From an optimization exercise on the open Yosys and OpenROAD flow, aimed at small area and a short achievable clock period; shortcuts taken in it are not production practice.
At most, simulation tests tie the RTL to the original design; equivalence was not proved.
Only the layout flow was run in run 1; the RTL was not checked for function there.
No activity file was given, so power comes from the tool's default toggle rates.

==> design/flow/design.v <==
`default_nettype none
package core_pkg;
    parameter int XLEN = 32;
    parameter logic [6:0] OPC_OP     = 7'b0110011;
    parameter logic [6:0] OPC_OP_IMM = 7'b0010011;
    parameter logic [6:0] OPC_LUI    = 7'b0110111;
    parameter logic [2:0] F3_ADD_SUB = 3'b000;
    parameter logic [2:0] F3_SLL     = 3'b001;
    parameter logic [2:0] F3_SLT     = 3'b010;
    parameter logic [2:0] F3_SLTU    = 3'b011;
    parameter logic [2:0] F3_XOR     = 3'b100;
    parameter logic [2:0] F3_SRL_SRA = 3'b101;
    parameter logic [2:0] F3_OR      = 3'b110;
    parameter logic [2:0] F3_AND     = 3'b111;
    parameter logic [6:0] F7_BASE = 7'b0000000;
    parameter logic [6:0] F7_ALT  = 7'b0100000;
    parameter int C_SUB   = 0;   
    parameter int C_UNS   = 1;   
    parameter int C_ADD   = 2;   
    parameter int C_LT    = 3;   
    parameter int C_AND   = 4;   
    parameter int C_XOR   = 5;   
    parameter int C_SR    = 6;   
    parameter int C_SL    = 7;   
    parameter int C_SRA   = 8;   
    parameter int CTL_W   = 9;
endpackage
`default_nettype wire
`timescale 1ns/1ns
`default_nettype none
import core_pkg::*;
module rf_decode (
    input  wire logic [4:0]  addr,
    input  wire logic        kill,
    output logic      [31:1] sel
);
    for (genvar g = 1; g < 32; g++) begin : g_sel
        assign sel[g] = !kill && addr == 5'(g);
    end
endmodule
module rf_ao3 (
    input  wire logic a0,
    input  wire logic s0,
    input  wire logic a1,
    input  wire logic s1,
    input  wire logic a2,
    input  wire logic s2,
    output logic      y_n
);
    assign y_n = !((a0 && s0) || (a1 && s1) || (a2 && s2));
endmodule
module rf_ao2 (
    input  wire logic a0,
    input  wire logic s0,
    input  wire logic a1,
    input  wire logic s1,
    output logic      y_n
);
    assign y_n = !((a0 && s0) || (a1 && s1));
endmodule
module rf_ao1 (
    input  wire logic a0,
    input  wire logic s0,
    output logic      y_n
);
    assign y_n = !(a0 && s0);
endmodule
module rf_or11 (
    input  wire logic [10:0] t_n,
    output logic             y
);
    assign y = !(&t_n);
endmodule
module rf_or12 (
    input  wire logic [10:0] t_n,
    input  wire logic        t,
    output logic             y
);
    assign y = !(&t_n) || t;
endmodule
module rf_read_bit #(
    parameter bit EXTRA = 1'b1,
    parameter bit OR_IN = 1'b0
) (
    input  wire logic [31:1] d,
    input  wire logic [31:1] sel,
    input  wire logic        x,
    input  wire logic        x_sel,
    input  wire logic        o,
    output logic             y
);
    logic [10:0] t_n;
    for (genvar g = 0; g < 10; g++) begin : g_ao
        rf_ao3 u_ao (
            .a0(d[3*g+1]), .s0(sel[3*g+1]),
            .a1(d[3*g+2]), .s1(sel[3*g+2]),
            .a2(d[3*g+3]), .s2(sel[3*g+3]),
            .y_n(t_n[g])
        );
    end
    if (EXTRA) begin : g_x
        rf_ao2 u_ao (.a0(d[31]), .s0(sel[31]), .a1(x), .s1(x_sel), .y_n(t_n[10]));
    end else begin : g_nx
        rf_ao1 u_ao (.a0(d[31]), .s0(sel[31]), .y_n(t_n[10]));
    end
    if (OR_IN) begin : g_o
        rf_or12 u_or (.t_n(t_n), .t(o), .y(y));
    end else begin : g_no
        rf_or11 u_or (.t_n(t_n), .y(y));
    end
endmodule
module reg_file (
    input  wire logic            clk,
    input  wire logic            rst,
    input  wire logic [4:0]      rs1_addr,
    input  wire logic [4:0]      rs2_addr,
    input  wire logic            rs1_kill,
    input  wire logic            rs2_kill,
    input  wire logic            rs1_fwd,
    input  wire logic            rs2_fwd,
    input  wire logic [XLEN-1:0] fwd_data,
    input  wire logic [XLEN-1:0] imm,
    input  wire logic [4:0]      debug_addr,
    input  wire logic            wr_en,
    input  wire logic [4:0]      wr_addr,
    input  wire logic [XLEN-1:0] wr_data,
    output logic      [XLEN-1:0] rs1_data,
    output logic      [XLEN-1:0] rs2_data,
    output logic      [XLEN-1:0] debug_data
);
    logic [31:1][XLEN-1:0] regs;
    logic [XLEN-1:0]       wd;
    logic [31:1]           we;
    logic [31:1]           sel1;
    logic [31:1]           sel2;
    logic [31:1]           seld;
    assign wd = rst ? '0 : wr_data;
    always_comb begin
        for (int i = 1; i < 32; i++) begin
            we[i] = rst || (wr_en && wr_addr == 5'(i));
        end
    end
    for (genvar g = 1; g < 32; g++) begin : g_reg
        always_ff @(posedge clk) begin
            if (we[g]) begin
                regs[g] <= wd;
            end
        end
    end
    rf_decode u_dec1 (.addr(rs1_addr),   .kill(rs1_kill), .sel(sel1));
    rf_decode u_dec2 (.addr(rs2_addr),   .kill(rs2_kill), .sel(sel2));
    rf_decode u_decd (.addr(debug_addr), .kill(1'b0),    .sel(seld));
    for (genvar b = 0; b < XLEN; b++) begin : g_bit
        logic [31:1] col;
        for (genvar g = 1; g < 32; g++) begin : g_col
            assign col[g] = regs[g][b];
        end
        rf_read_bit #(.EXTRA(1'b1), .OR_IN(1'b0)) u_rd1 (
            .d(col), .sel(sel1), .x(fwd_data[b]), .x_sel(rs1_fwd), .o(1'b0),
            .y(rs1_data[b])
        );
        rf_read_bit #(.EXTRA(1'b1), .OR_IN(1'b1)) u_rd2 (
            .d(col), .sel(sel2), .x(fwd_data[b]), .x_sel(rs2_fwd), .o(imm[b]),
            .y(rs2_data[b])
        );
        rf_read_bit #(.EXTRA(1'b0), .OR_IN(1'b0)) u_rdd (
            .d(col), .sel(seld), .x(1'b0), .x_sel(1'b0), .o(1'b0),
            .y(debug_data[b])
        );
    end
endmodule
`default_nettype wire
`timescale 1ns/1ns
`default_nettype none
import core_pkg::*;
module instr_decode (
    input  wire logic            clk,
    input  wire logic            rst,
    input  wire logic            instr_valid,
    input  wire logic [31:0]     instr,
    output logic      [4:0]      rs1_addr,
    output logic      [4:0]      rs2_addr,
    output logic                 rs1_off,
    output logic                 rs2_off,
    input  wire logic [XLEN-1:0] rs1_data,
    input  wire logic [XLEN-1:0] rs2_data,
    output logic      [XLEN-1:0] imm,
    output logic                 dec_valid,
    output logic                 dec_wen,
    output logic                 dec_illegal,
    output logic      [4:0]      dec_rd,
    output logic                 dec_fwd1,
    output logic                 dec_fwd2,
    output logic      [XLEN-1:0] dec_op_a,
    output logic      [XLEN-1:0] dec_op_b,
    output logic      [CTL_W-1:0] dec_ctl
);
    logic     is_op;
    logic     is_op_imm;
    logic     is_lui;
    logic     f7_base;
    logic     f7_alt;
    logic     legal;
    logic [2:0] f3;
    logic [4:0] src1;
    logic [4:0] src2;
    logic [CTL_W-1:0] ctl;
    assign is_op     = instr[6:0] == OPC_OP;
    assign is_op_imm = instr[6:0] == OPC_OP_IMM;
    assign is_lui    = instr[6:0] == OPC_LUI;
    assign f7_base   = instr[31:25] == F7_BASE;
    assign f7_alt    = instr[31:25] == F7_ALT;
    assign f3        = instr[14:12];
    always_comb begin
        legal = 1'b0;
        if (is_op) begin
            legal = f7_base || (f7_alt && (f3 == F3_ADD_SUB || f3 == F3_SRL_SRA));
        end else if (is_op_imm) begin
            if (f3 == F3_SLL) begin
                legal = f7_base;
            end else if (f3 == F3_SRL_SRA) begin
                legal = f7_base || f7_alt;
            end else begin
                legal = 1'b1;
            end
        end else if (is_lui) begin
            legal = 1'b1;
        end
    end
    always_comb begin
        ctl = '0;
        if (is_lui) begin
            ctl[C_ADD] = 1'b1;
        end else begin
            case (f3)
                F3_ADD_SUB: begin
                    ctl[C_ADD] = 1'b1;
                    ctl[C_SUB] = is_op && instr[30];
                end
                F3_SLL:     ctl[C_SL] = 1'b1;
                F3_SLT:     begin ctl[C_LT] = 1'b1; ctl[C_SUB] = 1'b1; end
                F3_SLTU:    begin ctl[C_LT] = 1'b1; ctl[C_SUB] = 1'b1; ctl[C_UNS] = 1'b1; end
                F3_XOR:     ctl[C_XOR] = 1'b1;
                F3_SRL_SRA: begin ctl[C_SR] = 1'b1; ctl[C_SRA] = instr[30]; end
                F3_OR:      begin ctl[C_AND] = 1'b1; ctl[C_XOR] = 1'b1; end
                default:    ctl[C_AND] = 1'b1;
            endcase
        end
        if (!legal) begin
            ctl = '0;
        end
    end
    assign src1 = is_lui ? 5'd0 : instr[19:15];
    assign src2 = is_op ? instr[24:20] : 5'd0;
    assign rs1_addr = instr[19:15];
    assign rs2_addr = instr[24:20];
    assign rs1_off  = is_lui;
    assign rs2_off  = !is_op;
    assign imm[11:0]  = is_op_imm ? instr[31:20] : 12'd0;
    assign imm[31:12] = is_lui ? instr[31:12] :
                        is_op_imm ? {20{instr[31]}} : 20'd0;
    always_ff @(posedge clk) begin
        if (rst) begin
            dec_valid <= 1'b0;
            dec_wen   <= 1'b0;
        end else begin
            dec_valid <= instr_valid;
            dec_wen   <= instr_valid && legal && instr[11:7] != 5'd0;
        end
    end
    always_ff @(posedge clk) begin
        dec_illegal <= !legal;
        dec_rd      <= instr[11:7];
        dec_fwd1    <= dec_wen && dec_rd == src1;
        dec_fwd2    <= dec_wen && dec_rd == src2;
        dec_op_a    <= rs1_data;
        dec_op_b    <= rs2_data;
        dec_ctl     <= ctl;
    end
endmodule
`default_nettype wire
`timescale 1ns/1ns
`default_nettype none
import core_pkg::*;
module alu_add (
    input  wire logic [XLEN-1:0] a,
    input  wire logic [XLEN-1:0] b,
    input  wire logic            cin,
    output logic      [XLEN-1:0] sum,
    output logic                 cout
);
    logic [XLEN-1:0] p;
    logic [XLEN-1:0] g;
    logic [XLEN-1:0] pg;
    logic [XLEN-1:0] gg;
    always_comb begin
        p  = a ^ b;
        g  = a & b;
        gg = g;
        pg = p;
        gg[0] = g[0] | (p[0] & cin);
        for (int l = 0; l < 5; l++) begin
            for (int i = (2 << l) - 1; i < XLEN; i += (2 << l)) begin
                gg[i] = gg[i] | (pg[i] & gg[i - (1 << l)]);
                pg[i] = pg[i] & pg[i - (1 << l)];
            end
        end
        for (int l = 3; l >= 0; l--) begin
            for (int i = 3 * (1 << l) - 1; i < XLEN; i += (2 << l)) begin
                gg[i] = gg[i] | (pg[i] & gg[i - (1 << l)]);
                pg[i] = pg[i] & pg[i - (1 << l)];
            end
        end
        sum[0] = p[0] ^ cin;
        for (int i = 1; i < XLEN; i++) begin
            sum[i] = p[i] ^ gg[i - 1];
        end
        cout = gg[XLEN-1];
    end
endmodule
module alu_execute (
    input  wire logic            clk,
    input  wire logic            rst,
    input  wire logic            dec_valid,
    input  wire logic            dec_wen,
    input  wire logic            dec_illegal,
    input  wire logic [4:0]      dec_rd,
    input  wire logic            dec_fwd1,
    input  wire logic            dec_fwd2,
    input  wire logic [XLEN-1:0] dec_op_a,
    input  wire logic [XLEN-1:0] dec_op_b,
    input  wire logic [CTL_W-1:0] dec_ctl,
    output logic                 ex_valid,
    output logic                 ex_wen,
    output logic                 ex_illegal,
    output logic      [4:0]      ex_rd,
    output logic      [XLEN-1:0] ex_result
);
    logic [XLEN-1:0] op_a;
    logic [XLEN-1:0] op_b;
    logic [XLEN-1:0] b_in;
    logic [XLEN-1:0] sum;
    logic            carry;
    logic            lt;
    logic [XLEN-1:0] sh_in;
    logic [XLEN:0]   sh_w;
    logic [XLEN-1:0] sr;
    logic [XLEN-1:0] sl;
    logic [XLEN-1:0] alu_out;
    assign op_a = dec_fwd1 ? ex_result : dec_op_a;
    assign op_b = dec_fwd2 ? ex_result : dec_op_b;
    assign b_in  = op_b ^ {XLEN{dec_ctl[C_SUB]}};
    alu_add u_add (.a(op_a), .b(b_in), .cin(dec_ctl[C_SUB]), .sum(sum), .cout(carry));
    assign lt    = dec_ctl[C_UNS] ? !carry :
                   (op_a[XLEN-1] ^ op_b[XLEN-1]) ? op_a[XLEN-1] : sum[XLEN-1];
    always_comb begin
        for (int i = 0; i < XLEN; i++) begin
            sh_in[i] = dec_ctl[C_SL] ? op_a[XLEN-1-i] : op_a[i];
        end
    end
    assign sh_w = $signed({dec_ctl[C_SRA] && op_a[XLEN-1], sh_in}) >>> op_b[4:0];
    assign sr   = sh_w[XLEN-1:0];
    always_comb begin
        for (int i = 0; i < XLEN; i++) begin
            sl[i] = sr[XLEN-1-i];
        end
    end
    assign alu_out = ({XLEN{dec_ctl[C_ADD]}} & sum) |
                     ({XLEN{dec_ctl[C_AND]}} & (op_a & op_b)) |
                     ({XLEN{dec_ctl[C_XOR]}} & (op_a ^ op_b)) |
                     ({XLEN{dec_ctl[C_SR]}}  & sr) |
                     ({XLEN{dec_ctl[C_SL]}}  & sl) |
                     {{(XLEN-1){1'b0}}, dec_ctl[C_LT] && lt};
    always_ff @(posedge clk) begin
        if (rst) begin
            ex_valid <= 1'b0;
            ex_wen   <= 1'b0;
        end else begin
            ex_valid <= dec_valid;
            ex_wen   <= dec_valid && dec_wen;
        end
    end
    always_ff @(posedge clk) begin
        ex_illegal <= dec_illegal;
        ex_rd      <= dec_rd;
        ex_result  <= alu_out;
    end
endmodule
`default_nettype wire
`timescale 1ns/1ns
`default_nettype none
import core_pkg::*;
module result_writeback (
    input  wire logic            clk,
    input  wire logic            rst,
    input  wire logic            ex_valid,
    input  wire logic            ex_wen,
    input  wire logic [4:0]      ex_rd,
    input  wire logic [XLEN-1:0] ex_result,
    input  wire logic            ex_illegal,
    output logic                 wr_en,
    output logic      [4:0]      wr_addr,
    output logic      [XLEN-1:0] wr_data,
    output logic                 retire_valid,
    output logic      [4:0]      retire_rd,
    output logic      [XLEN-1:0] retire_data,
    output logic                 retire_illegal
);
    assign wr_en   = ex_wen;
    assign wr_addr = ex_rd;
    assign wr_data = ex_result;
    always_ff @(posedge clk) begin
        if (rst) begin
            retire_valid <= 1'b0;
        end else begin
            retire_valid <= ex_valid;
        end
    end
    always_ff @(posedge clk) begin
        retire_illegal <= ex_illegal;
        retire_rd      <= ex_rd;
        retire_data    <= ex_result;
    end
endmodule
`default_nettype wire
`timescale 1ns/1ns
`default_nettype none
import core_pkg::*;
module mini_core (
    input  wire logic            clk,
    input  wire logic            rst,
    input  wire logic            instr_valid,
    input  wire logic [31:0]     instr,
    input  wire logic [4:0]      debug_addr,
    output logic                 retire_valid,
    output logic      [4:0]      retire_rd,
    output logic      [XLEN-1:0] retire_data,
    output logic                 retire_illegal,
    output logic      [XLEN-1:0] debug_data
);
    logic [4:0]      rs1_addr;
    logic [4:0]      rs2_addr;
    logic [XLEN-1:0] rs1_data;
    logic [XLEN-1:0] rs2_data;
    logic            rs1_off;
    logic            rs2_off;
    logic            rs1_hit;
    logic            rs2_hit;
    logic            rs1_kill;
    logic            rs2_kill;
    logic            rs1_fwd;
    logic            rs2_fwd;
    logic [XLEN-1:0] fwd_data;
    logic [XLEN-1:0] imm;
    logic            dec_valid;
    logic            dec_wen;
    logic            dec_illegal;
    logic [4:0]      dec_rd;
    logic            dec_fwd1;
    logic            dec_fwd2;
    logic [XLEN-1:0] dec_op_a;
    logic [XLEN-1:0] dec_op_b;
    logic [CTL_W-1:0] dec_ctl;
    logic            ex_valid;
    logic            ex_wen;
    logic            ex_illegal;
    logic [4:0]      ex_rd;
    logic [XLEN-1:0] ex_result;
    logic            wr_en;
    logic [4:0]      wr_addr;
    logic [XLEN-1:0] wr_data;
    assign rs1_hit  = ex_wen && ex_rd == rs1_addr;
    assign rs2_hit  = ex_wen && ex_rd == rs2_addr;
    assign rs1_kill = rs1_off || rs1_hit;
    assign rs2_kill = rs2_off || rs2_hit;
    assign rs1_fwd  = !rs1_off && rs1_hit;
    assign rs2_fwd  = !rs2_off && rs2_hit;
    assign fwd_data = ex_result;
    reg_file u_reg_file (.*);
    instr_decode u_decode (.*);
    alu_execute u_execute (.*);
    result_writeback u_result (.*);
endmodule
`default_nettype wire
==> design/flow/run.sh <==
#!/bin/bash
# synth_recipe.tcl (not shown) runs the flow's synth.tcl, then flattens the netlist and writes it again
# the make line also repeats each setting of config.mk as NAME=value (left out here)
make -C /OpenROAD-flow-scripts/flow DESIGN_CONFIG=/design/flow/config.mk WORK_HOME=/design/flow/orfs CLKGATE_MAP_FILE= SYNTH_SCRIPT=/design/flow/synth_recipe.tcl finish
==> design/flow/config.mk <==
export PLATFORM = sky130hd
export DESIGN_NAME = mini_core
export DESIGN_NICKNAME = mini_core
export VERILOG_FILES = /design/flow/design.v
export SDC_FILE = /design/flow/constraint.sdc
export NUM_CORES = 4
export LEC_CHECK = 0
export CAP_MARGIN = 20
export CORE_MARGIN = 2
export CORE_UTILIZATION = 35
export PLACE_DENSITY = 0.5
export SETUP_SLACK_MARGIN = 2.5
export SLEW_MARGIN = 20
export SYNTH_HIERARCHICAL = 1
==> design/flow/constraint.sdc <==
create_clock -name core_clock -period 7.5 [get_ports {clk}]
set_input_delay 1.5000 -clock core_clock [delete_from_list [all_inputs] [get_ports {clk}]]
set_output_delay 1.5000 -clock core_clock [all_outputs]
set_load 0.01 [all_outputs]
==> results.txt, run 1 <==
- Starting DRT DRC Count: 16.96k
- Vias: ~50k
- Via density: 7.849
- Synth cell count leaders: a222oi_1, edfxtp_1, nand4_1
- Met2 wire len: 123.9 mm
- CTS buffer count: between 100 and 150
- Synth Cell Area: between 0.05 and 0.06 mm²
- Fin. Hold Viols: 0
- Post-layout min period: 5.169 ns
- # nets final: ~4.4k
- Setup TNS: 0 ns
- Worst-Margin Slew: between 1 and 1.5 ns
- Root Buffer: clkbuf_16
- Dpl cells: just over 6k
- Depth of the worst register-to-register path: 14
- Post-DP HPWL: 177.8 mm
- First-pass GRT wire length: 387.9 mm
- Most common flop cell mapped by yosys: edfxtp_1
- GP Congestion: ~0.97
- Highest routed metal layer: met5
- DIE HEIGHT: approximately 400 µm
- Buffers on Ports: between 100 and 150
- Met3 WL post-DR: 46.59 mm
- Crit path from: instr[5]
- Number of global-route vias before repair: 46.02k
- Reg clk slew, reported paths: ~0.06 ns
- FP Rows: roughly 150
- Clock tree buffer depth: 3
- Fill cells: roughly 14k
- Period utilization: 0.6892
- Met1 Wirelength: 100.8 mm
- Util after Layout: 0.4330
- Tot Pwr: approximately 15 mW
- Footprint of the multi-input gates: roughly 0.023 mm²
- Pleak: 23.75 nW
- RSZ-0062 raised after global routing: yes
- Synth async-reset ratio: 0
- Reg area: between 0.03 and 0.04 mm²
- Syn. warnings: 11
- Final WL: 293.7 mm
- Drt first pass iters: 17
- Area of the die: about 0.16 mm²
- FF-to-FF End: u_execute.ex_result[14]
- Synth area leader: edfxtp_1
- Number of remaining DRC errors: 0
- Distinct cells, synth: 97
- Area post-placement: 0.06108 mm²
- Pin count of the biggest net entering global routing: 40
- Req. time, crit path: slightly above 8 ns
- Clock sink count: about 1.2k
- Synth-to-layout area growth: 22.71%
- Number of setup violations in the final report: 0
- Critical path arrival: slightly below 6 ns
- Slack of the worst reg-to-reg path: 2.64 ns
- Post-synth EDFFs: between 900 and 1k
- Max Cap Violations: 0
- Layout cell share with drive strength beyond 1: 0.2281
- Pwr Density: roughly 220 mW/mm²
- GRT Residual Overflow: 0
- WL/cell: about 46 µm
- H-tree depth reported by CTS: 4
- Initial antenna violation count: 35
- Core footprint: between 0.15 and 0.2 mm²
- Syn Area/Cell: 14.63 µm²
- Worst R2R Start: u_decode.dec_fwd2
- Final cell count without fillers: approximately 6.4k
- Dpl ws: slightly below 1 ns
- Outcome: finished clean
- Yosys reg bits: around 1.2k
- Yosys top cell area share: 0.5392
- Peak VDD IR: 252.3 µV
- Synth area leaders: edfxtp_1, a222oi_1, dfxtp_1
- Worst min-delay path class: flip-flop to flip-flop
- Clock Latency Late Sink: about 0.8 ns
- Startpoint type of the worst setup path: primary input
- GRT Util Overall: 0.3460
- CTS tree: done
- Setup Skew: ~0.054 ns
- Critical Path Fanout Max: 10
- Final instance area: approximately 0.068 mm²
- Max-slew headroom: 0.1142
- Crit Path Class: primary input to flip-flop
- Post-synthesis sequential area ratio: 0.5979
- Achievable clock frequency: 0.1935 GHz
- Final hold slack: roughly 0.33 ns
- Initial core utilization: 0.3529
- Setup ws final: ~2.3 ns
- Most common cell in the netlist: a222oi_1
- Top-level port count: ~110
- Critical Path Sink Type: flip-flop
- Die Wd: 401.3 µm
- Post-Synthesis Cells: ~3.8k
- Final Slew Violations: 0
- ANT nets after route: 0
- Critical Path End: u_decode.dec_op_b[24]
## power by group
part           internal (mW)  switching, mW
Combinational          0.363          0.805
Clock                   3.72           2.84
Sequential              7.19          0.210
## worst min path at each step
stage / start / to / slack (ns) / cells after the start
finish: u_execute.ex_illegal / u_result.retire_illegal / 0.33 / 0
global route: u_execute.ex_illegal / u_result.retire_illegal / 0.35 / 0
CTS: u_decode.dec_illegal / u_execute.ex_illegal / 0.34 / 0
detailed placement: u_decode.dec_illegal / u_execute.ex_illegal / 0.32 / 0
global placement: u_decode.dec_illegal / u_execute.ex_illegal / 0.32 / 0
floorplan: u_decode.dec_illegal / u_execute.ex_illegal / 0.31 / 0
## Yosys stat by module (local to each module, per instance), excerpt
module,cell area (µm²),flops+latches,cells,times used
alu_execute,5959,40,638,1
rf_ao3,10.01,0,1,960
rf_ao2,12.51,0,1,64
reg_file,30420,992,1087,1
alu_add,1423,0,168,1
instr_decode,2455,83,201,1
## worst max-delay path: stages
cell and delay, ns:
clkdlybuf4s50_1 0.46, buf_4 0.16, nand2b_1 0.06, or4_1 0.73, o21bai_4 0.36, or4b_4 0.70
nor2_2 1.04, a222oi_1 0.20, nand4_1 0.39, or3_1 0.26
## layout by cell type, fill, tap and decap left out, types with 17 or more instances in the layout
cell type and count:
a21oi_1 37, nor2b_2 22, dfxtp_1 157, fa_1 17, clkbuf_1 31, clkinv_1 21, o21ai_0 31, edfxtp_1 992
a21o_1 24, buf_12 62, buf_6 57, nand3_1 51, mux2_2 72, nand2_1 131, nand3_2 22, a222oi_1 994
nand4b_1 38, clkbuf_16 138, nor2_1 53, nand4_1 199, or3_4 32, inv_1 41, o211ai_1 17, ha_1 62
xnor2_1 25, nand2b_1 20, xor2_1 37, nor2_4 70, buf_4 221, mux4_1 19, mux2i_1 53, clkdlybuf4s50_1 69
or3_1 66, a22oi_2 64
## repair_timing
item / 4_1_cts / 5_1_grt
pin swaps: 118 / 105
endpoints found under the setup margin: 99 / 66
hold buffers: 0 / 0
endpoints found under the hold margin: 0 / 0
resized for setup: 329 / 41
setup buffers: 74 / 26
cloned: 13 / 6
## registers in the layout, summed over array words and instances, names as in the netlist, 5 cells and up
name / count
u_decode.dec_ctl: 9
u_decode.dec_op_a: 32
u_decode.dec_op_b: 32
u_decode.dec_rd: 5
u_execute.ex_rd: 5
u_execute.ex_result: 32
u_reg_file.regs: 992
u_result.retire_data: 32
u_result.retire_rd: 5
## cells by family (layout without fill, tap and decap cells)
| group | count (synthesis) | in the layout | synth area share |
|---|---|---|---|
| AO/OA/AOI/OAI | 1303 | 1303 | 0.2258 |
| XOR/XNOR | 62 | 62 | 0.009829 |
| adder cells (fa/ha/maj) | 79 | 79 | 0.02020 |
| buffers and inverters | 176 | 730 | 0.01828 |
| flip-flops | 1154 | 1154 | 0.5979 |
| multiplexers | 166 | 166 | 0.04119 |
| other | 1 | 19 | 0.00006788 |
| AND/OR/NAND/NOR | 836 | 839 | 0.08678 |
## routing by layer
metal	vias up	track usage
li1	18900	-
met1	24980	0.4228
met2	5210	0.5065
met3	1190	0.1468
met4	32	0.2066
met5	-	0.005947
## layout make-up
type | count | share of cell area
clock inverter | 72 | 0.01146
timing repair buffer | 445 | 0.07312
multi-input combinational | 2457 | 0.3351
clock buffer | 170 | 0.05219
tap | 2058 | 0.03798
inverter | 43 | 0.002381
sequential | 1154 | 0.4874
antenna | 11 | 0.0004060
==> run 2: changes to the inputs <==
--- a/design/flow/design.v
+++ b/design/flow/design.v
@@ -31,9 +31,67 @@
 import core_pkg::*;
-module rf_decode (
-    input  wire logic [4:0]  addr,
-    input  wire logic        kill,
-    output logic      [31:1] sel
+module rf_pre2 (
+    input  wire logic [1:0] a,
+    output logic      [3:0] y_n
 );
-    for (genvar g = 1; g < 32; g++) begin : g_sel
-        assign sel[g] = !kill && addr == 5'(g);
+    for (genvar k = 0; k < 4; k++) begin : g_k
+        assign y_n[k] = a != 2'(k);
+    end
+endmodule
+module rf_inv (
+    input  wire logic a,
+    output logic      y
+);
+    assign y = !a;
+endmodule
+module rf_pre3 (
+    input  wire logic [2:0] a,
+    output logic      [7:0] y_n
+);
+    logic [2:0] a_n;
+    for (genvar j = 0; j < 3; j++) begin : g_inv
+        rf_inv u_inv (.a(a[j]), .y(a_n[j]));
+    end
+    for (genvar k = 0; k < 8; k++) begin : g_k
+        rf_nand3 u_n (
+            .u_n({k[2] ? a[2] : a_n[2], k[1] ? a[1] : a_n[1], k[0] ? a[0] : a_n[0]}),
+            .y(y_n[k])
+        );
+    end
+endmodule
+module rf_pre3k (
+    input  wire logic [2:0] a,
+    input  wire logic       kill,
+    output logic      [7:0] y_n
+);
+    for (genvar k = 0; k < 8; k++) begin : g_k
+        assign y_n[k] = kill || a != 3'(k);
+    end
+endmodule
+module rf_sel (
+    input  wire logic lo_n,
+    input  wire logic hi_n,
+    output logic      sel
+);
+    assign sel = !(lo_n || hi_n);
+endmodule
+module rf_decode #(
+    parameter bit KILL   = 1'b1,
+    parameter int COPIES = 1
+) (
+    input  wire logic [4:0]               addr,
+    input  wire logic                     kill,
+    output logic      [COPIES-1:0][31:1]  sel
+);
+    logic [3:0] lo_n;
+    logic [7:0] hi_n;
+    rf_pre2 u_lo (.a(addr[1:0]), .y_n(lo_n));
+    if (KILL) begin : g_k
+        rf_pre3k u_hi (.a(addr[4:2]), .kill(kill), .y_n(hi_n));
+    end else begin : g_nk
+        rf_pre3 u_hi (.a(addr[4:2]), .y_n(hi_n));
+    end
+    for (genvar c = 0; c < COPIES; c++) begin : g_copy
+        for (genvar g = 1; g < 32; g++) begin : g_sel
+            rf_sel u_sel (.lo_n(lo_n[g % 4]), .hi_n(hi_n[g / 4]), .sel(sel[c][g]));
+        end
     end
@@ -67,2 +125,20 @@
 endmodule
+module rf_and4 (
+    input  wire logic [3:0] t_n,
+    output logic            u_n
+);
+    assign u_n = &t_n;
+endmodule
+module rf_and3 (
+    input  wire logic [2:0] t_n,
+    output logic            u_n
+);
+    assign u_n = &t_n;
+endmodule
+module rf_nand3 (
+    input  wire logic [2:0] u_n,
+    output logic            y
+);
+    assign y = !(&u_n);
+endmodule
 module rf_or11 (
@@ -71,6 +147,18 @@
 );
-    assign y = !(&t_n);
+    logic [2:0] u_n;
+    rf_and4 u_a0 (.t_n(t_n[3:0]),  .u_n(u_n[0]));
+    rf_and4 u_a1 (.t_n(t_n[7:4]),  .u_n(u_n[1]));
+    rf_and3 u_a2 (.t_n(t_n[10:8]), .u_n(u_n[2]));
+    rf_nand3 u_o (.u_n(u_n), .y(y));
 endmodule
-module rf_or12 (
+module rf_or11e (
     input  wire logic [10:0] t_n,
+    input  wire logic        en,
+    output logic             y
+);
+    assign y = en && !(&t_n);
+endmodule
+module rf_or12e (
+    input  wire logic [10:0] t_n,
+    input  wire logic        en,
     input  wire logic        t,
@@ -78,7 +166,6 @@
 );
-    assign y = !(&t_n) || t;
+    assign y = (en && !(&t_n)) || t;
 endmodule
 module rf_read_bit #(
-    parameter bit EXTRA = 1'b1,
-    parameter bit OR_IN = 1'b0
+    parameter int MODE = 0   
 ) (
@@ -88,2 +175,3 @@
     input  wire logic        x_sel,
+    input  wire logic        en,
     input  wire logic        o,
@@ -100,11 +188,12 @@
     end
-    if (EXTRA) begin : g_x
-        rf_ao2 u_ao (.a0(d[31]), .s0(sel[31]), .a1(x), .s1(x_sel), .y_n(t_n[10]));
-    end else begin : g_nx
+    if (MODE == 0) begin : g_dbg
         rf_ao1 u_ao (.a0(d[31]), .s0(sel[31]), .y_n(t_n[10]));
-    end
-    if (OR_IN) begin : g_o
-        rf_or12 u_or (.t_n(t_n), .t(o), .y(y));
-    end else begin : g_no
         rf_or11 u_or (.t_n(t_n), .y(y));
+    end else begin : g_src
+        rf_ao2 u_ao (.a0(d[31]), .s0(sel[31]), .a1(x), .s1(x_sel), .y_n(t_n[10]));
+        if (MODE == 1) begin : g_rs1
+            rf_or11e u_or (.t_n(t_n), .en(en), .y(y));
+        end else begin : g_rs2
+            rf_or12e u_or (.t_n(t_n), .en(en), .t(o), .y(y));
+        end
     end
@@ -116,6 +205,6 @@
     input  wire logic [4:0]      rs2_addr,
-    input  wire logic            rs1_kill,
-    input  wire logic            rs2_kill,
     input  wire logic            rs1_fwd,
     input  wire logic            rs2_fwd,
+    input  wire logic            rs1_en,
+    input  wire logic            rs2_en,
     input  wire logic [XLEN-1:0] fwd_data,
@@ -133,5 +222,5 @@
     logic [31:1]           we;
-    logic [31:1]           sel1;
-    logic [31:1]           sel2;
-    logic [31:1]           seld;
+    logic [1:0][31:1]      sel1;
+    logic [1:0][31:1]      sel2;
+    logic [3:0][31:1]      seld;
     assign wd = rst ? '0 : wr_data;
@@ -149,5 +238,5 @@
     end
-    rf_decode u_dec1 (.addr(rs1_addr),   .kill(rs1_kill), .sel(sel1));
-    rf_decode u_dec2 (.addr(rs2_addr),   .kill(rs2_kill), .sel(sel2));
-    rf_decode u_decd (.addr(debug_addr), .kill(1'b0),    .sel(seld));
+    rf_decode #(.KILL(1'b1), .COPIES(2)) u_dec1 (.addr(rs1_addr), .kill(rs1_fwd), .sel(sel1));
+    rf_decode #(.KILL(1'b1), .COPIES(2)) u_dec2 (.addr(rs2_addr), .kill(rs2_fwd), .sel(sel2));
+    rf_decode #(.KILL(1'b0), .COPIES(4)) u_decd (.addr(debug_addr), .kill(1'b0), .sel(seld));
     for (genvar b = 0; b < XLEN; b++) begin : g_bit
@@ -157,12 +246,12 @@
         end
-        rf_read_bit #(.EXTRA(1'b1), .OR_IN(1'b0)) u_rd1 (
-            .d(col), .sel(sel1), .x(fwd_data[b]), .x_sel(rs1_fwd), .o(1'b0),
-            .y(rs1_data[b])
+        rf_read_bit #(.MODE(1)) u_rd1 (
+            .d(col), .sel(sel1[b / 16]), .x(fwd_data[b]), .x_sel(rs1_fwd), .en(rs1_en),
+            .o(1'b0), .y(rs1_data[b])
         );
-        rf_read_bit #(.EXTRA(1'b1), .OR_IN(1'b1)) u_rd2 (
-            .d(col), .sel(sel2), .x(fwd_data[b]), .x_sel(rs2_fwd), .o(imm[b]),
-            .y(rs2_data[b])
+        rf_read_bit #(.MODE(2)) u_rd2 (
+            .d(col), .sel(sel2[b / 16]), .x(fwd_data[b]), .x_sel(rs2_fwd), .en(rs2_en),
+            .o(imm[b]), .y(rs2_data[b])
         );
-        rf_read_bit #(.EXTRA(1'b0), .OR_IN(1'b0)) u_rdd (
-            .d(col), .sel(seld), .x(1'b0), .x_sel(1'b0), .o(1'b0),
+        rf_read_bit #(.MODE(0)) u_rdd (
+            .d(col), .sel(seld[b / 8]), .x(1'b0), .x_sel(1'b0), .en(1'b1), .o(1'b0),
             .y(debug_data[b])
@@ -284,2 +373,29 @@
 import core_pkg::*;
+module alu_gp (
+    input  wire logic gh,
+    input  wire logic ph,
+    input  wire logic gl,
+    input  wire logic pl,
+    output logic      g,
+    output logic      p
+);
+    assign g = gh || (ph && gl);
+    assign p = ph && pl;
+endmodule
+module alu_g (
+    input  wire logic gh,
+    input  wire logic ph,
+    input  wire logic gl,
+    output logic      g
+);
+    assign g = gh || (ph && gl);
+endmodule
+module alu_pick (
+    input  wire logic s,
+    input  wire logic d,
+    input  wire logic o,
+    output logic      y
+);
+    assign y = (s && d) || o;
+endmodule
 module alu_add (
@@ -291,30 +407,33 @@
 );
-    logic [XLEN-1:0] p;
-    logic [XLEN-1:0] g;
-    logic [XLEN-1:0] pg;
-    logic [XLEN-1:0] gg;
-    always_comb begin
-        p  = a ^ b;
-        g  = a & b;
-        gg = g;
-        pg = p;
-        gg[0] = g[0] | (p[0] & cin);
-        for (int l = 0; l < 5; l++) begin
-            for (int i = (2 << l) - 1; i < XLEN; i += (2 << l)) begin
-                gg[i] = gg[i] | (pg[i] & gg[i - (1 << l)]);
-                pg[i] = pg[i] & pg[i - (1 << l)];
+    logic [5:0][XLEN-1:0] g;
+    logic [5:0][XLEN-1:0] p;
+    logic [XLEN-1:0]      hp;
+    assign hp      = a ^ b;
+    assign g[0][0] = (a[0] && b[0]) || (hp[0] && cin);
+    assign p[0][0] = 1'b0;
+    assign g[0][XLEN-1:1] = a[XLEN-1:1] & b[XLEN-1:1];
+    assign p[0][XLEN-1:1] = hp[XLEN-1:1];
+    for (genvar l = 0; l < 5; l++) begin : g_lvl
+        for (genvar i = 0; i < XLEN; i++) begin : g_bit
+            if (i < (1 << l)) begin : g_pass
+                assign g[l+1][i] = g[l][i];
+                assign p[l+1][i] = p[l][i];
+            end else if (i - (1 << l) < (1 << l)) begin : g_full
+                alu_g u_n (
+                    .gh(g[l][i]), .ph(p[l][i]), .gl(g[l][i - (1 << l)]),
+                    .g(g[l+1][i])
+                );
+                assign p[l+1][i] = 1'b0;
+            end else begin : g_part
+                alu_gp u_n (
+                    .gh(g[l][i]), .ph(p[l][i]),
+                    .gl(g[l][i - (1 << l)]), .pl(p[l][i - (1 << l)]),
+                    .g(g[l+1][i]), .p(p[l+1][i])
+                );
             end
         end
-        for (int l = 3; l >= 0; l--) begin
-            for (int i = 3 * (1 << l) - 1; i < XLEN; i += (2 << l)) begin
-                gg[i] = gg[i] | (pg[i] & gg[i - (1 << l)]);
-                pg[i] = pg[i] & pg[i - (1 << l)];
-            end
-        end
-        sum[0] = p[0] ^ cin;
-        for (int i = 1; i < XLEN; i++) begin
-            sum[i] = p[i] ^ gg[i - 1];
-        end
-        cout = gg[XLEN-1];
     end
+    assign sum[0]          = hp[0] ^ cin;
+    assign sum[XLEN-1:1]   = hp[XLEN-1:1] ^ g[5][XLEN-2:0];
+    assign cout            = g[5][XLEN-1];
 endmodule
@@ -344,2 +463,5 @@
     logic            lt;
+    logic            lt_k;
+    logic [XLEN-1:0] rest;
+    logic            rest0;
     logic [XLEN-1:0] sh_in;
@@ -353,4 +475,4 @@
     alu_add u_add (.a(op_a), .b(b_in), .cin(dec_ctl[C_SUB]), .sum(sum), .cout(carry));
-    assign lt    = dec_ctl[C_UNS] ? !carry :
-                   (op_a[XLEN-1] ^ op_b[XLEN-1]) ? op_a[XLEN-1] : sum[XLEN-1];
+    assign lt_k = dec_ctl[C_UNS] || (op_a[XLEN-1] ^ b_in[XLEN-1]);
+    assign lt   = carry ^ lt_k;
     always_comb begin
@@ -367,8 +489,11 @@
     end
-    assign alu_out = ({XLEN{dec_ctl[C_ADD]}} & sum) |
-                     ({XLEN{dec_ctl[C_AND]}} & (op_a & op_b)) |
-                     ({XLEN{dec_ctl[C_XOR]}} & (op_a ^ op_b)) |
-                     ({XLEN{dec_ctl[C_SR]}}  & sr) |
-                     ({XLEN{dec_ctl[C_SL]}}  & sl) |
-                     {{(XLEN-1){1'b0}}, dec_ctl[C_LT] && lt};
+    assign rest = ({XLEN{dec_ctl[C_AND]}} & (op_a & op_b)) |
+                  ({XLEN{dec_ctl[C_XOR]}} & (op_a ^ op_b)) |
+                  ({XLEN{dec_ctl[C_SR]}}  & sr) |
+                  ({XLEN{dec_ctl[C_SL]}}  & sl);
+    assign rest0 = rest[0] || (dec_ctl[C_ADD] && sum[0]);
+    alu_pick u_pick0 (.s(dec_ctl[C_LT]), .d(lt), .o(rest0), .y(alu_out[0]));
+    for (genvar i = 1; i < XLEN; i++) begin : g_pick
+        alu_pick u_pick (.s(dec_ctl[C_ADD]), .d(sum[i]), .o(rest[i]), .y(alu_out[i]));
+    end
     always_ff @(posedge clk) begin
@@ -446,6 +571,4 @@
     logic            rs2_off;
-    logic            rs1_hit;
-    logic            rs2_hit;
-    logic            rs1_kill;
-    logic            rs2_kill;
+    logic            rs1_en;
+    logic            rs2_en;
     logic            rs1_fwd;
@@ -471,8 +594,6 @@
     logic [XLEN-1:0] wr_data;
-    assign rs1_hit  = ex_wen && ex_rd == rs1_addr;
-    assign rs2_hit  = ex_wen && ex_rd == rs2_addr;
-    assign rs1_kill = rs1_off || rs1_hit;
-    assign rs2_kill = rs2_off || rs2_hit;
-    assign rs1_fwd  = !rs1_off && rs1_hit;
-    assign rs2_fwd  = !rs2_off && rs2_hit;
+    assign rs1_fwd  = ex_wen && ex_rd == rs1_addr;
+    assign rs2_fwd  = ex_wen && ex_rd == rs2_addr;
+    assign rs1_en   = !rs1_off;
+    assign rs2_en   = !rs2_off;
     assign fwd_data = ex_result;
--- a/design/flow/config.mk
+++ b/design/flow/config.mk
@@ -10,4 +10,7 @@
 export CORE_UTILIZATION = 35
+export CTS_BUF_LIST = sky130_fd_sc_hd__clkbuf_8
+export CTS_CLUSTER_DIAMETER = 50
+export CTS_CLUSTER_SIZE = 12
 export PLACE_DENSITY = 0.5
-export SETUP_SLACK_MARGIN = 2.5
+export SETUP_SLACK_MARGIN = 2.8
 export SLEW_MARGIN = 20
==> run 2 against run 1 <==
  * Register-to-register slack improved by 0.25 ns
  * Clock skew grew 0.0091 ns
  * Critical endpoint is now debug_data[2]
  * Highest routed layer unchanged
  * Non-clock buffer count down 68
  * Via count is 2.6% lower
  * Sequential power barely moved
  * Global-route usage down 3.2 points
  * Largest power group unchanged
  * Cell count is 4.6% higher
  * Still clean on timing, DRC and antenna
==> results.txt, run 2 <==
- Worst R2R Start: u_execute.ex_rd[4]
- Hold Path Origin: u_execute.ex_illegal
- Pleak: 23.86 nW (+0.47%)
- Pwr Density: 208.1 mW/mm² (-6.8%)
- FP Rows: 147 (+1.4%)
- Max reg flops: 992 (unchanged)
- GRT Residual Overflow: 0 (unchanged)
- Post-DP HPWL: 198.6 mm (+12%)
- Crit Path Class: primary input to primary output
- Initial antenna violation count: 19 (-46%)
- Synth-to-layout area growth: 17.97%
- Most common cell on crit path: buf_12
- Top-level port count: 111 (unchanged)
- DIE HEIGHT: 406.6 µm (+1.3%)
- Outcome: finished clean
- GRT Util Overall: 0.3140 (-0.03199)
- Area of the die: 0.1653 mm² (+2.7%)
- Syn Area/Cell: 14.09 µm² (-3.7%)
- ANT nets after route: 0 (unchanged)
- Syn. warnings: 10 (-1)
- Setup TNS: 0 ns (unchanged)
- Worst path buffer plus inverter count: 6 (+4)
- Fin. Hold Viols: 0 (unchanged)
- WP depth: 11 (+1)
- Reg clk slew, reported paths: 0.07 ns (about the same)
- CP cell instances: buf_12 > nand2b_4 > buf_12 > buf_16 > buf_12 > buf_12 > nor2_4 > a222oi_1 > and4_1 > nand3_2 > buf_6
- Number of setup violations in the final report: 0 (unchanged)
- Critical path arrival: 3.54 ns (-2.34 ns)
- Layout cell share with drive strength beyond 1: 0.2173 (-0.01078)
- Max Cap Violations: 0 (unchanged)
- Worst-Margin Slew: 1.160 ns (-0.1674 ns)
- Via density: 7.309 (-6.9%)
- Starting DRT DRC Count: 12.39k (-27%)
- Number of global-route vias before repair: 45.03k (-2.2%)
- Largest delay contributor family on the critical path: compound AO/OA/AOI/OAI gates
- RSZ-0062 raised after global routing: yes
- Setup Skew: 0.06266 ns (+0.009131 ns)
- Dpl cells: 6382 (+5.7%)
- Depth of the worst register-to-register path: 10 (-4)
- Pin count of the biggest net entering global routing: 64 (+60%)
- Max-slew headroom: 0.2257 (+0.1115)
- CTS tree: done
- # nets final: 4543 (+4.4%)
- Clock tree buffer depth: 3 (unchanged)
- Worst min-delay path class: flip-flop to flip-flop
- Final Slew Violations: 0 (unchanged)
- Post-layout min period: 5.043 ns (-0.1256 ns)
- First-pass GRT wire length: 364.9 mm (-5.9%)
- Post-Synthesis Cells: 4027 (+6.6%)
- H-tree depth reported by CTS: 4 (unchanged)
- Startpoint type of the worst setup path: primary input
- Final cell count without fillers: 6705 (+4.6%)
- Root Buffer: clkbuf_8
- Slowest-stage cell, CP: a222oi_1
- Period utilization: 0.6724 (-0.01675)
- CTS buffer count: 147 (+11%)
- Peak VDD IR: 143.8 µV (-43%)
- Number of remaining DRC errors: 0 (unchanged)
- Biggest register: u_reg_file.regs
- Critical Path Fanout Max: 6 (-4)
- Hold buffer count at cts: 0 (unchanged)
- Vias: 49.01k (-2.6%)
- Most frequent cells in the layout: edfxtp_1, a222oi_1, buf_4
- Clock Latency Late Sink: 0.96 ns (+0.16 ns)
- Area post-placement: 0.06180 mm² (+1.2%)
- Drt first pass iters: 15 (-2)
- Buffers on Ports: 110 (unchanged)
- Max incr delay on CP: 0.74 ns (-0.30 ns)
- Crit path from: debug_addr[0]
- Most common cell after layout, fill and taps aside: edfxtp_1
- Critical Path Sink Type: primary output
- WHS Path Cells: 0 (unchanged)
- Core footprint: 0.1608 mm² (+2.7%)
- Final WL: 269.2 mm (-8.4%)
- Req. time, crit path: 6.00 ns (-2.22 ns)
- Achievable clock frequency: 0.1983 GHz (+2.5%)
- Final instance area: 0.06694 mm² (-1.3%)
- GP Congestion: 0.9862 (+2.1%)
- Clock sink count: 1154 (unchanged)
- Die Wd: 406.6 µm (+1.3%)
- WL/cell: 40.15 µm (-12%)
- Initial core utilization: 0.3530 (about the same)
- Synth Cell Area: 0.05674 mm² (+2.7%)
## run 2: worst reg2reg max path, stage by stage, from the launching register on
cell	delay, ns
dfxtp_1	1.02
xor2_1	0.15
nor4_1	0.28
and3_2	0.42
buf_4	0.39
nand4bb_4	0.36
nor2_1	0.09
buf_4	0.22
a222oi_1	0.41
nand4_1	0.57
o32a_1	0.57
## run 2: final cells by class
cell class	count	area [µm²]
repair buffers	377	3694
inverters	21	98.84
flip-flops and latches	1154	33040
diodes	7	17.52
well taps	2160	2703
clock inverters	97	944.7
fillers	14890	93810
clock buffers	151	2078
multi-input cells	2738	24360
## run 2: report_power, final
part | internal [mW] | switching [mW] | total (mW)
combinational | 0.474 | 0.992 | 1.47
sequential | 7.18 | 0.246 | 7.42
clock | 2.39 | 2.65 | 5.04
## run 2: metal layers
metal / up-vias / share of wire / global-route usage
li1: 19630 / - / -
met1: 24790 / 0.39 / 0.4296
met2: 4071 / 0.41 / 0.4442
met3: 499 / 0.15 / 0.1252
met4: 12 / 0.041 / 0.1169
met5: - / 0.00037 / 0
## run 2: worst paths after layout
| check | end | slack, ns |
|---|---|---|
| setup reg to reg | u_decode.dec_op_b[0] | 2.89 |
| hold / removal | u_result.retire_illegal | 0.33 |
| hold reg to reg | u_result.retire_illegal | 0.33 |
| setup / recovery | debug_data[2] | 2.46 |
## run 2: metrics by stage
stage	util	hold WS (ns)	worst slack [ns]	power [mW]
5_1_grt	0.4164	0.3425	2.515	14.28
4_1_cts	0.4137	0.3312	2.589	13.92
3_3_place_gp	0.3838	0.3120	0.9986	8.836
6_report	0.4164	0.3288	2.457	13.93
3_5_place_dp	0.3844	0.3132	1.031	8.830
2_1_floorplan	-	0.3096	2.831	8.091
## run 2: what timing repair did
item,CTS,global route
setup buffers,46,17
gates cloned,5,0
resized for setup,466,34
pin swaps,129,69
endpoints found under the setup margin,32,95
==> run 3: changes to the inputs <==
==> design/flow/flow/run.sh (new file) <==
#!/bin/bash
set -euo pipefail
cd "$(dirname "$0")/.."
export CTS_ARGS="-sink_clustering_enable -repair_clock_nets -sink_clustering_size 12 -sink_clustering_max_diameter 50 -buf_list sky130_fd_sc_hd__clkbuf_8 -dont_use_dummy_load"
bash standard.sh > standard.log 2>&1
==> design/flow/standard.sh (new file) <==
#!/bin/bash
# synth_recipe.tcl (not shown) runs the flow's synth.tcl, then flattens the netlist and writes it again
# the make line also repeats each setting of config.mk as NAME=value (left out here)
make -C /OpenROAD-flow-scripts/flow DESIGN_CONFIG=/design/flow/config.mk WORK_HOME=/design/flow/orfs CLKGATE_MAP_FILE= SYNTH_SCRIPT=/design/flow/synth_recipe.tcl "${@:-finish}"
removed: design/flow/run.sh
==> run 3 against run 2 <==
  * Clock-buffer cell count fell by 4
  * Clock skew rose by 0.018 ns
  * Non-clock buffer count did not move
  * Sequential power barely moved
  * Still clean on timing, DRC and antenna
  * Register-to-register slack barely moved
  * Worst setup slack got worse by 0.0017 ns
  * Critical endpoint is now debug_data[31]
  * Critical path depth fell by 2
  * Critical path type unchanged
  * Largest cell class unchanged
==> results.txt, run 3 <==
- Starting DRT DRC Count: 12.17k (-1.8%)
- GP Congestion: 0.9862 (unchanged)
- CTS tree: done
- GRT Residual Overflow: 0 (unchanged)
- Fill cells: 14.93k (+0.23%)
- Core footprint: 0.1608 mm² (unchanged)
- Via density: 7.380 (+0.97%)
- WL/cell: 40.63 µm (+1.2%)
- Clock Latency Late Sink: 0.95 ns (about the same)
- Post-layout min period: 5.045 ns (+0.001700 ns)
- H-tree depth reported by CTS: 4 (unchanged)
- Max incr delay on CP: 0.74 ns (about the same)
- Max reg flops: 992 (unchanged)
- Worst path buffer plus inverter count: 4 (-2)
- Area of the die: 0.1653 mm² (unchanged)
- Critical Path End: debug_data[31]
- Max-slew headroom: 0.2086 (-0.01704)
- DIE HEIGHT: 406.6 µm (unchanged)
- Peak VDD IR: 139.9 µV (-2.8%)
- Depth of the worst register-to-register path: 11 (+1)
- Critical Path Sink Type: primary output
- Period utilization: 0.6727 (about the same)
- Crit path from: debug_addr[1]
- Top-level port count: 111 (unchanged)
- Post-DP HPWL: 198.6 mm (unchanged)
- RSZ-0062 raised after global routing: yes
- Req. time, crit path: 6.00 ns (about the same)
- Slowest-stage cell, CP: a222oi_1
- Met3 WL post-DR: 40.26 mm (-2.1%)
- Buffers on Ports: 110 (unchanged)
- Synth-to-layout area growth: 16.23%
- WP depth: 9 (-2)
- Critical Path Fanout Max: 8 (+2)
- Largest delay contributor family on the critical path: compound AO/OA/AOI/OAI gates
- Footprint of the multi-input gates: 0.02437 mm² (about the same)
- Number of setup violations in the final report: 0 (unchanged)
- Most common cell on crit path: buf_12
- FF-to-FF End: u_decode.dec_op_a[0]
- Clock tree buffer depth: 3 (unchanged)
- Hold Path Origin: u_decode.dec_illegal
- Met2 wire len: 111.2 mm (+0.27%)
- Final WL: 268.4 mm (-0.31%)
- Setup ws final: 2.455 ns (-0.001700 ns)
- ANT nets after route: 0 (unchanged)
- Setup TNS: 0 ns (unchanged)
- GRT Util Overall: 0.3134 (-0.0006768)
- Highest routed metal layer: met5
- Pin count of the biggest net entering global routing: 64 (unchanged)
- Reg clk slew, reported paths: 0.07 ns (about the same)
- Layout cell share with drive strength beyond 1: 0.2060 (-0.01128)
- Worst R2R Start: u_execute.ex_rd[1]
- Syn. warnings: 10 (unchanged)
- Worst-Margin Slew: 1.185 ns (+0.02553 ns)
- CTS buffer count: 147 (unchanged)
- Number of global-route vias before repair: 44.88k (-0.34%)
- Number of remaining DRC errors: 0 (unchanged)
- Critical path arrival: 3.54 ns (about the same)
- Tot Pwr: 12.90 mW (-7.4%)
- Biggest register: u_reg_file.regs
- Initial core utilization: 0.3530 (unchanged)
- Slack of the worst reg-to-reg path: 2.89 ns (about the same)
- Worst min-delay path class: flip-flop to flip-flop
- Startpoint type of the worst setup path: primary input
- Most frequent cells in the layout: edfxtp_1, a222oi_1, buf_4
- Pwr Density: 195.7 mW/mm² (-6.0%)
- Clock sink count: 1154 (unchanged)
- Achievable clock frequency: 0.1982 GHz (about the same)
- Synth Cell Area: 0.05674 mm² (unchanged)
- Initial antenna violation count: 14 (-5)
- Drt first pass iters: 17 (+2)
- Max Cap Violations: 0 (unchanged)
- CP cell instances: buf_12 > or2_4 > buf_12 > buf_12 > nor2_4 > a222oi_1 > and4_1 > nand3_4 > buf_6
- # nets final: 4543 (unchanged)
- Setup Skew: 0.08101 ns (+0.01835 ns)
- Met1 Wirelength: 106.1 mm (+0.12%)
- Most common cell after layout, fill and taps aside: edfxtp_1
- Reg area: 0.03304 mm² (unchanged)
- Die Wd: 406.6 µm (unchanged)
- Post-Synthesis Cells: 4027 (unchanged)
- First-pass GRT wire length: 363.9 mm (-0.26%)
- Outcome: finished clean
- Crit Path Class: primary input to primary output
- Syn Area/Cell: 14.09 µm² (unchanged)
- Root Buffer: clkbuf_8
- Dpl ws: 1.031 ns (unchanged)
- Pleak: 23.35 nW (-2.2%)
- Final Slew Violations: 0 (unchanged)
- Vias: 48.74k (-0.54%)
- FP Rows: 147 (unchanged)
- Fin. Hold Viols: 0 (unchanged)
[run 3: metrics by stage]
step | instance area [µm²] | utilization | instances | hold slack (ns)
floorplan | 56740 | - | 4027 | 0.3096
detailed placement | 61800 | 0.3844 | 6382 | 0.3132
global placement | 61700 | 0.3838 | 6377 | 0.3120
CTS | 65510 | 0.4075 | 6580 | 0.3294
finish | 65950 | 0.4102 | 6605 | 0.3249
global route | 65940 | 0.4102 | 6601 | 0.3407
[run 3: worst min-delay path by stage]
| stage | end | slack (ns) | cells past startpoint |
|---|---|---|---|
| 2_1_floorplan | u_execute.ex_illegal | 0.31 | 0 |
| 5_1_grt | u_result.retire_illegal | 0.34 | 0 |
| 6_report | u_execute.ex_illegal | 0.32 | 0 |
| 3_3_place_gp | u_execute.ex_illegal | 0.31 | 0 |
| 3_5_place_dp | u_result.retire_illegal | 0.31 | 0 |
| 4_1_cts | u_result.retire_illegal | 0.33 | 0 |
[run 3: cell type report]
type / instances / area share
tap: 2160 / 0.04098
sequential: 1154 / 0.5010
inverter: 21 / 0.001499
timing repair buffer: 377 / 0.05601
clock buffer: 147 / 0.03068
antenna: 8 / 0.0003036
multi-input combinational: 2738 / 0.3695
[run 3: worst reg2reg max path: cells and delay by family, from the launching register on]
kind,cells,cell delay [ns]
AO/OA/AOI/OAI,2,0.94
flip-flops,1,1.11
AND/OR/NAND/NOR,5,1.50
XOR/XNOR,1,0.16
buffers and inverters,3,0.73
[run 3: power breakdown]
part / leakage (nW) / switching, mW / internal [mW]
registers: 11.6 / 0.246 / 7.18
logic: 10.7 / 0.990 / 0.472
clock network: 1.06 / 2.28 / 1.73
total: 23.3 / 3.52 / 9.38
[run 3: per-layer routing]
metal	GRT usage	vias to the layer above
met4	0.1157	2
met2	0.4442	4007
met3	0.1233	478
met1	0.4293	24720
met5	0	-
li1	-	19530
[run 3: timing repair]
item	4_1_cts	5_1_grt
resized for setup	467	38
gates cloned	5	0
endpoints found under the setup margin	34	81
pin swaps	129	81
hold buffers	0	0
buffers inserted	46	17
==> run 4: changes to the inputs <==
--- a/design/flow/config.mk
+++ b/design/flow/config.mk
@@ -9,3 +9,3 @@
 export CORE_MARGIN = 2
-export CORE_UTILIZATION = 35
+export CORE_UTILIZATION = 50
 export CTS_BUF_LIST = sky130_fd_sc_hd__clkbuf_8
@@ -13,3 +13,3 @@
 export CTS_CLUSTER_SIZE = 12
-export PLACE_DENSITY = 0.5
+export PLACE_DENSITY = 0.65
 export SETUP_SLACK_MARGIN = 2.8
==> run 4 against run 3 <==
  * Still clean
  * Non-clock buffer count is 63 higher
  * Utilization is 17 points higher
  * Worst setup slack worse by 0.20 ns
  * Flip-flop and latch count stayed put
  * Sequential share of layout area is 0.26 points higher
  * Combinational power hardly changed
  * Sequential power hardly changed
  * Critical path type unchanged
  * Largest cell class unchanged
==> results.txt, run 4 <==
- Initial antenna violation count: 14 (unchanged)
- Max-slew headroom: 0.1150 (-0.09366)
- Crit Path Class: primary input to primary output
- Synth-to-layout area growth: 15.61%
- Dpl ws: 1.036 ns (+0.005110 ns)
- ANT nets after route: 0 (unchanged)
- Syn. warnings: 10 (unchanged)
- Most common cell on crit path: buf_12
- Critical path arrival: 3.75 ns (+0.21 ns)
- Outcome: finished clean
- Top-level port count: 111 (unchanged)
- Setup TNS: 0 ns (unchanged)
- Drt first pass iters: 22 (+5)
- Most common cell after layout, fill and taps aside: edfxtp_1
- Initial core utilization: 0.5044 (+0.1514)
- Pin count of the biggest net entering global routing: 64 (unchanged)
- Max Cap Violations: 0 (unchanged)
- Setup Skew: 0.09439 ns (+0.01338 ns)
- Number of remaining DRC errors: 0 (unchanged)
- FF-to-FF End: u_decode.dec_op_b[5]
- CP cell instances: buf_12 > nand2b_4 > buf_12 > nor2_4 > a222oi_1 > and4_1 > nand3_2 > buf_6
- H-tree depth reported by CTS: 4 (unchanged)
- Number of global-route vias before repair: 44.99k (+0.26%)
- Root Buffer: clkbuf_8
- Number of setup violations in the final report: 0 (unchanged)
- Met1 Wirelength: 94.22 mm (-11%)
- Pwr Density: 193.6 mW/mm² (-1.0%)
- Fin. Hold Viols: 0 (unchanged)
- DIE HEIGHT: 340.9 µm (-16%)
- Util after Layout: 0.5831 (+0.1729)
- Slowest-stage cell, CP: a222oi_1
- GRT Util Overall: 0.4094 (+0.09604)
- GP Congestion: 1.027 (+4.1%)
- Worst min-delay path class: flip-flop to flip-flop
- Post-DP HPWL: 182.7 mm (-8.0%)
- Hold buffer count at cts: 0 (unchanged)
- Core footprint: 0.1125 mm² (-30%)
- Vias: 49.44k (+1.4%)
- Largest delay contributor family on the critical path: compound AO/OA/AOI/OAI gates
- Highest routed metal layer: met5
- Starting DRT DRC Count: 14.49k (+19%)
- Slack of the worst reg-to-reg path: 2.73 ns (-0.16 ns)
- Syn Area/Cell: 14.09 µm² (unchanged)
- Worst path buffer plus inverter count: 3 (-1)
- Met2 wire len: 97.80 mm (-12%)
- Layout cell share with drive strength beyond 1: 0.2174 (+0.01145)
- Req. time, crit path: 6.00 ns (about the same)
- Critical Path Fanout Max: 7 (-1)
- WL/cell: 41.52 µm (+2.2%)
- Clock tree buffer depth: 3 (unchanged)
- Achievable clock frequency: 0.1906 GHz (-3.8%)
- Most frequent cells in the layout: edfxtp_1, a222oi_1, buf_4
- Critical Path Sink Type: primary output
- Reg clk slew, reported paths: 0.07 ns (about the same)
- WHS Path Cells: 0 (unchanged)
- Post-Synthesis Cells: 4027 (unchanged)
- Crit path from: debug_addr[0]
- First-pass GRT wire length: 340.1 mm (-6.5%)
- Post-layout min period: 5.246 ns (+0.2007 ns)
- Area of the die: 0.1162 mm² (-30%)
- Biggest register: u_reg_file.regs
- Depth of the worst register-to-register path: 11 (unchanged)
- Buffers on Ports: 110 (unchanged)
- Max incr delay on CP: 1.13 ns (+0.39 ns)
- Met3 WL post-DR: 46.47 mm (+15%)
- GRT Residual Overflow: 0 (unchanged)
- Hold Path Origin: u_execute.ex_illegal
- Via density: 8.242 (+12%)
- Final Slew Violations: 0 (unchanged)
- Period utilization: 0.6994 (+0.02676)
- Worst R2R Start: u_execute.ex_rd[2]
- Clock sink count: 1154 (unchanged)
- Clock Latency Late Sink: 0.87 ns (-0.08 ns)
- Final WL: 249.1 mm (-7.2%)
- Pleak: 23.60 nW (+1.1%)
- CTS buffer count: 139 (-5.4%)
- Max reg flops: 992 (unchanged)
- Worst-Margin Slew: 1.328 ns (+0.1421 ns)
- CTS tree: done
- RSZ-0062 raised after global routing: yes
- Startpoint type of the worst setup path: primary input
- Die Wd: 340.9 µm (-16%)
- FP Rows: 123 (-16%)
- Synth Cell Area: 0.05674 mm² (unchanged)
- End of the worst hold path: u_result.retire_illegal
- # nets final: 4599 (+1.2%)
- Peak VDD IR: 157.9 µV (+13%)
- Setup ws final: 2.254 ns (-0.2007 ns)
-- run 4: cell types whose count changed in the layout (fill, tap and decap cells not counted), moves of 10 or more --
cell     previous run  this run
buf_6              46        56
nand3_4            19         9
buf_4             215       256
nor2_1            147       137
nor2_4             46        58
and3_1             17        29
nand3_2            16        26
-- run 4: cell type report --
cell class | instances | area, µm²
Sequential cell | 1154 | 33040
Timing Repair Buffer | 440 | 4277
Antenna cell | 6 | 15.01
Fill cell | 9003 | 46900
Multi-Input combinational cell | 2739 | 24380
Tap cell | 1500 | 1877
Inverter | 21 | 97.59
Clock buffer | 139 | 1913
-- run 4: worst reg2reg max path, stage by stage (launching register included) --
cell and delay [ns]:
dfxtp_1 1.07, xor2_1 0.25, nor4_4 0.38, and3_4 0.42
buf_6 0.31, nand4b_1 0.21, buf_12 0.16, nor2_1 0.05
buf_4 0.26, a222oi_1 0.60, nand4_1 0.45, o32a_1 0.49
-- run 4: layer usage --
layer	GRT usage	vias to the layer above
met1	0.5801	24520
met3	0.1905	511
met4	0.1456	18
li1	-	19640
met5	0.02737	-
met2	0.5430	4748
-- run 4: worst max-delay path by stage --
stage	to	slack, ns	cells after the start
3_3_place_gp	debug_data[23]	1.07	9
6_report	debug_data[1]	2.25	8
2_1_floorplan	u_decode.dec_op_a[0]	2.83	9
5_1_grt	debug_data[31]	2.47	10
3_5_place_dp	debug_data[23]	1.04	9
4_1_cts	debug_data[3]	2.45	8
-- run 4: stage by stage --
stage               total power [mW]  cells  hold WS (ns)  instance area, µm²
floorplan                      8.091   4027        0.3096               56740
finish                         12.70   5999        0.3376               65600
global route                   13.00   5996        0.3516               65590
CTS                            12.61   5961        0.3411               65000
global placement               8.767   5731        0.3123               60910
detailed placement             8.769   5737        0.3230               60990
-- run 4: power by group --
part	internal, mW	total, mW	switching [mW]
Sequential	7.18	7.41	0.229
Clock	1.64	3.82	2.18
Combinational	0.488	1.47	0.984
-- run 4: repair_timing --
item,in CTS,in global routing
buffers inserted,82,26
pin swaps,129,70
resized for setup,490,57
cloned,3,2
endpoints found under the setup margin,96,96
==> run 5: changes to the inputs <==
==> design/flow/flow/run.sh (replaced) <==
#!/bin/bash
set -euo pipefail
cd "$(dirname "$0")/.."
export CTS_ARGS="-sink_clustering_enable -repair_clock_nets -sink_clustering_size 16 -sink_clustering_max_diameter 60 -buf_list sky130_fd_sc_hd__clkbuf_8 -dont_use_dummy_load"
bash standard.sh > standard.log 2>&1
--- a/design/flow/config.mk
+++ b/design/flow/config.mk
@@ -9,7 +9,7 @@
 export CORE_MARGIN = 2
-export CORE_UTILIZATION = 50
+export CORE_UTILIZATION = 35
 export CTS_BUF_LIST = sky130_fd_sc_hd__clkbuf_8
-export CTS_CLUSTER_DIAMETER = 50
-export CTS_CLUSTER_SIZE = 12
-export PLACE_DENSITY = 0.65
+export CTS_CLUSTER_DIAMETER = 60
+export CTS_CLUSTER_SIZE = 16
+export PLACE_DENSITY = 0.5
 export SETUP_SLACK_MARGIN = 2.8
==> run 5 against run 4 <==
  * Still clean
  * Sequential power barely moved
  * Non-clock buffer count down 69
  * Die area is 42% higher
  * Total power down 2.0%
  * Sequential share of layout area rose by 0.15 points
  * Cell count rose by 9.5%
  * Synthesized area did not move
  * Critical path depth rose by 1
  * Via count shrank 2.0%
  * Largest cell class unchanged
==> results.txt, run 5 <==
- ANT nets after route: 0 (unchanged)
- Achievable clock frequency: 0.1959 GHz (+2.8%)
- Area of the die: 0.1653 mm² (+42%)
- Number of remaining DRC errors: 0 (unchanged)
- Syn Area/Cell: 14.09 µm² (unchanged)
- WL/cell: 40.76 µm (-1.8%)
- Setup Skew: 0.09904 ns (+0.004647 ns)
- Critical path arrival: 3.60 ns (-0.15 ns)
- Most frequent cells in the layout: edfxtp_1, a222oi_1, buf_4
- Drt first pass iters: 15 (-32%)
- Pleak: 23.09 nW (-2.2%)
- Layout cell share with drive strength beyond 1: 0.1979 (-0.01958)
- DIE HEIGHT: 406.6 µm (+19%)
- Buffers on Ports: 110 (unchanged)
- Crit Path Class: primary input to primary output
- Pin count of the biggest net entering global routing: 64 (unchanged)
- Clock Latency Late Sink: 0.88 ns (about the same)
- Starting DRT DRC Count: 12.16k (-16%)
- Syn. warnings: 10 (unchanged)
- Max Cap Violations: 0 (unchanged)
- RSZ-0062 raised after global routing: yes
- Core footprint: 0.1608 mm² (+43%)
- Startpoint type of the worst setup path: primary input
- Critical Path Fanout Max: 8 (+1)
- GRT Util Overall: 0.3110 (-0.09842)
- Peak VDD IR: 146.3 µV (-7.3%)
- Outcome: finished clean
- Period utilization: 0.6806 (-0.01878)
- Final cell count without fillers: 6569 (+9.5%)
- Pwr Density: 190.3 mW/mm² (-1.7%)
- CTS buffer count: 118 (-15%)
- Initial antenna violation count: 17 (+3)
- # nets final: 4508 (-2.0%)
- Die Wd: 406.6 µm (+19%)
- Synth-to-layout area growth: 15.26%
- Req. time, crit path: 6.00 ns (about the same)
- Final WL: 267.7 mm (+7.5%)
- Final Slew Violations: 0 (unchanged)
- Clock tree buffer depth: 3 (unchanged)
- Synth Cell Area: 0.05674 mm² (unchanged)
- Max-slew headroom: 0.2111 (+0.09613)
- Root Buffer: clkbuf_8
- Dpl cells: 6382 (+11%)
- Most common cell after layout, fill and taps aside: edfxtp_1
- GRT Residual Overflow: 0 (unchanged)
- Fin. Hold Viols: 0 (unchanged)
- Biggest register: u_reg_file.regs
- Reg clk slew, reported paths: 0.07 ns (about the same)
- CTS tree: done
- First-pass GRT wire length: 362.5 mm (+6.6%)
- Hold buffer count at cts: 0 (unchanged)
- Post-Synthesis Cells: 4027 (unchanged)
- FP Rows: 147 (+20%)
- Number of global-route vias before repair: 44.61k (-0.86%)
- Worst-Margin Slew: 1.182 ns (-0.1458 ns)
- Initial core utilization: 0.3530 (-0.1514)
- GP Congestion: 0.9862 (-4.0%)
- Worst min-delay path class: flip-flop to flip-flop
- Clock sink count: 1154 (unchanged)
- Vias: 48.45k (-2.0%)
- Post-DP HPWL: 198.6 mm (+8.7%)
- Critical Path Sink Type: primary output
- Post-layout min period: 5.105 ns (-0.1409 ns)
- H-tree depth reported by CTS: 3 (-1)
- Setup TNS: 0 ns (unchanged)
- Number of setup violations in the final report: 0 (unchanged)
- Via density: 7.376 (-11%)
- Max reg flops: 992 (unchanged)
- Top-level port count: 111 (unchanged)
## run 5: area by class of cell
class	instances	area [µm²]
clock buffers	118	1624
multi-input cells	2738	24330
diodes	7	17.52
inverters	21	96.34
repair buffers	371	3591
well taps	2160	2703
flip-flops and latches	1154	33040
fillers	14990	95350
## run 5: routing by layer
metal	part of all wire	GRT usage
met1	0.40	0.4259
met2	0.41	0.4443
met3	0.15	0.1208
met4	0.039	0.1100
met5	0.00010	0
## run 5: through the flow
stage	power (mW)	cell area [µm²]	utilization	worst slack (ns)	hold slack (ns)
floorplan	8.091	56740	-	2.831	0.3096
global placement	8.836	61700	0.3838	0.9986	0.3120
detailed placement	8.830	61800	0.3844	1.031	0.3132
CTS	12.42	64980	0.4042	2.558	0.3302
global route	12.76	65390	0.4068	2.498	0.3425
finish	12.44	65400	0.4068	2.395	0.3285
## run 5: worst paths after layout
| path | startpoint | depth (start not counted) | slack (ns) | end |
|---|---|---|---|---|
| worst max-delay path | debug_addr[1] | 9 | 2.40 | debug_data[29] |
| worst min-delay path | u_execute.ex_illegal | 0 | 0.33 | u_result.retire_illegal |
| worst max register to register | u_decode.dec_fwd2 | 9 | 2.96 | u_execute.ex_result[22] |
| worst min register to register | u_execute.ex_illegal | 0 | 0.33 | u_result.retire_illegal |
## run 5: repair_timing
action / CTS / global route
resized for setup: 450 / 45
setup endpoints to repair: 57 / 94
gates cloned: 3 / 0
setup buffers: 42 / 17
pin swaps: 131 / 61
## run 5: worst max-delay path, cell delays in order
cell and delay, ns:
buf_12 0.10, or2_4 0.17, buf_12 0.14, buf_12 0.17, nor2_4 0.08, a222oi_1 0.76
and4_1 0.34, nand3_2 0.16, buf_6 0.18
## run 5: where the power goes
group          leakage (nW)  internal [mW]  switching, mW
Sequential             11.6           7.18          0.246
Clock                 0.848           1.38           2.18
Combinational          10.7          0.470          0.987
Total                  23.1           9.03           3.41

Check on run 5: ideal ports give 2.395 ns setup slack; a clkbuf_16 on the clock port and buf_2 on the inputs give 2.293 ns; moving port delays by the midpoint clock arrival (0.913 ns) as well gives 1.905 ns.
